Background: an optimization exercise with open tools, aiming at small area, a short achievable clock period and few clock cycles per item. Do not read the settings as production practice. The RTL was checked by simulation tests, not by an equivalence proof against the original design. Power and IR drop assume default switching activity.

Setup of oak:
// rtc_seconds_to_calendar
module rtc_seconds_to_calendar (
  input  logic          clk,
  input  logic          rst,
  input  logic          cmd_valid,
  output logic          cmd_stall,
  input  logic [72:0]   cmd,
  output logic          res_valid,
  input  logic          res_stall,
  output logic [56:0]   res
);
Size: roughly 1200 cells after synthesis, roughly 140 I/O pins, about 14000 sq um of cells after synthesis.
export LEC_CHECK = 0
export ABC_CLOCK_PERIOD_IN_PS = 3000
export CAP_MARGIN = 20
export CORE_MARGIN = 2
export CORE_UTILIZATION = 40
export PLACE_DENSITY = 0.6
export SETUP_SLACK_MARGIN = 4.0
export SLEW_MARGIN = 20
create_clock -name core_clock -period 7.5 [get_ports {clk}]
standard.sh (not shown) runs the stock make flow with config.mk's settings and CLKGATE_MAP_FILE= SYNTH_SCRIPT=/design/flow/synth_recipe.tcl, a recipe that flattens the netlist after the stock synthesis.
==> flow/flow/run.sh <==
#!/bin/bash
# The standard layout (standard.sh), with the input and output port buffers made from
# sky130_fd_sc_hd__buf_1 instead of the cell buffer_ports picks by default.
set -euo pipefail
export BUFFER_PORTS_ARGS="-buffer_cell sky130_fd_sc_hd__buf_1"
bash standard.sh > standard.log 2>&1
Testbench counts of oak, summed over its fixed seeds: cycles 32,174, items 32,000.
diff inputs: oak => pine
-- flow/design.v --
<<< oak, line 251
module rsc_tabs (
  input  logic [11:0] y,
  output logic [4:0]  kb
);
  logic [17:0] e;
>>> pine, line 251
module rsc_tabs (
  input  logic [11:0] y,
  input  logic [2:0]  d,
  output logic [4:0]  kb,
  output logic        hour0,
  output logic        hour23
);
  logic [17:0] e;
<<< oak, line 294
  assign kb[3] = e[8] | e[9] | e[10] | e[11] | e[12] | e[13] | e[14] | e[15];
  assign kb[4] = e[16] | e[17];
endmodule
module rsc_hour (
>>> pine, line 297
  assign kb[3] = e[8] | e[9] | e[10] | e[11] | e[12] | e[13] | e[14] | e[15];
  assign kb[4] = e[16] | e[17];
  assign hour0 = (e[0] & (d == 3'd0)) | (e[3] & (d == 3'd5)) | (e[6] & (d == 3'd2)) | (e[9] & (d == 3'd7)) | (e[12] & (d == 3'd4)) | (e[15] & (d == 3'd1));
  assign hour23 = (e[2] & (d == 3'd5)) | (e[5] & (d == 3'd2)) | (e[8] & (d == 3'd7)) | (e[11] & (d == 3'd4)) | (e[14] & (d == 3'd1)) | (e[17] & (d == 3'd6));
endmodule
module rsc_hour (
<<< oak, line 362
  logic [31:0] p0_d;
  logic [38:0] p1_d;
  logic [19:0] p2_d;
  logic [39:0] set_d;
  logic        hold;
>>> pine, line 367
  logic [31:0] p0_d;
  logic [38:0] p1_d;
  logic [21:0] p2_d;
  logic [39:0] set_d;
  logic        hold;
<<< oak, line 413
  logic [3:0]  n;
  logic [4:0]  kb;
  assign y = p1_d[18:7] + p1_d[30:19];
  assign d = p1_d[6:4] - y[2:0];
>>> pine, line 418
  logic [3:0]  n;
  logic [4:0]  kb;
  logic        hour0;
  logic        hour23;
  assign y = p1_d[18:7] + p1_d[30:19];
  assign d = p1_d[6:4] - y[2:0];
<<< oak, line 421
  );
  rsc_tabs u_tabs (
    .y  (y),
    .kb (kb)
  );
  always_ff @(posedge clk) begin
    if (!hold) begin
      p2_op <= p1_op;
      p2_d  <= {kb, d, y[3:0], n, p1_d[3:0]};
    end
  end
>>> pine, line 428
  );
  rsc_tabs u_tabs (
    .y      (y),
    .d      (d),
    .kb     (kb),
    .hour0  (hour0),
    .hour23 (hour23)
  );
  always_ff @(posedge clk) begin
    if (!hold) begin
      p2_op <= p1_op;
      p2_d  <= {hour23, hour0, kb, d, y[3:0], n, p1_d[3:0]};
    end
  end
<<< oak, line 446
  assign c_d      = p2_d[14:12];
  assign c_kb     = p2_d[19:15];
  assign c_hour0  = (c_hour == 5'd0);
  assign c_hour23 = (c_hour == 5'd23);
  assign c_second = {c_n, p2_d[1:0]};
  assign c_m17    = {c_n[1:0], c_n} - {c_v32, 2'b00, c_v32};
>>> pine, line 456
  assign c_d      = p2_d[14:12];
  assign c_kb     = p2_d[19:15];
  assign c_hour0  = p2_d[20];
  assign c_hour23 = p2_d[21];
  assign c_second = {c_n, p2_d[1:0]};
  assign c_m17    = {c_n[1:0], c_n} - {c_v32, 2'b00, c_v32};
## What came out
- pine completed end to end with timing, DRC and antenna clean.
- There was hardly any difference in clock network power between oak and pine.
- Compared with oak, pine shows a higher area added between synthesis and finish.
- pine — clock skew 0.020 ns lower, oak as reference
- pine falls short of oak in power.
- Data-path buffer share of cell area in the final layout in pine is 0.78 points above oak.
- Combinational group power: pine > oak
- When pine is set beside oak, its total routing resource utilization after global routing turns out to be 0.51 points larger.
- pine vs oak, share of post-route cells with drive strength above 1 went up by 2.3 points.
- Relative to oak, the total length of routed met2 wires measured on pine has increased by a little under 10%.
Testbench counts of pine, summed over its fixed seeds: cycles 32,174, items 32,000.

[afterwards: timing with drivers on the ports]
In the flow no input, the clock included, has a driving cell. The finished layouts below were timed again as built, in two steps.
Step 1 sets driving cells, clkbuf_16 on the clock port and buf_2 on the other inputs (assumed; they add their load-dependent delay and slew).
Step 2 adds t to the input delays and takes it off the output delays; t is the mean of the earliest and latest rising clock arrival at the registers after step 1. Input paths then give back, and output paths get back, about the clock's delay inside the block.
Slacks: ideal ports / drivers / drivers and shift; pairs: ideal ports / drivers.
run | shift t [ns] | setup WS [ns] | worst setup path after step 2 | pins driven straight from the clock port
oak | 0.594 | 4.016 / 3.990 / 3.755 | input to register | 1
pine | 0.583 | 4.017 / 3.988 / 3.798 | input to register | 1
After both steps setup and hold are still met in every run listed. The setup slack of oak, which loses most, moves by -0.026 ns with the drivers and by -0.261 ns with both steps.
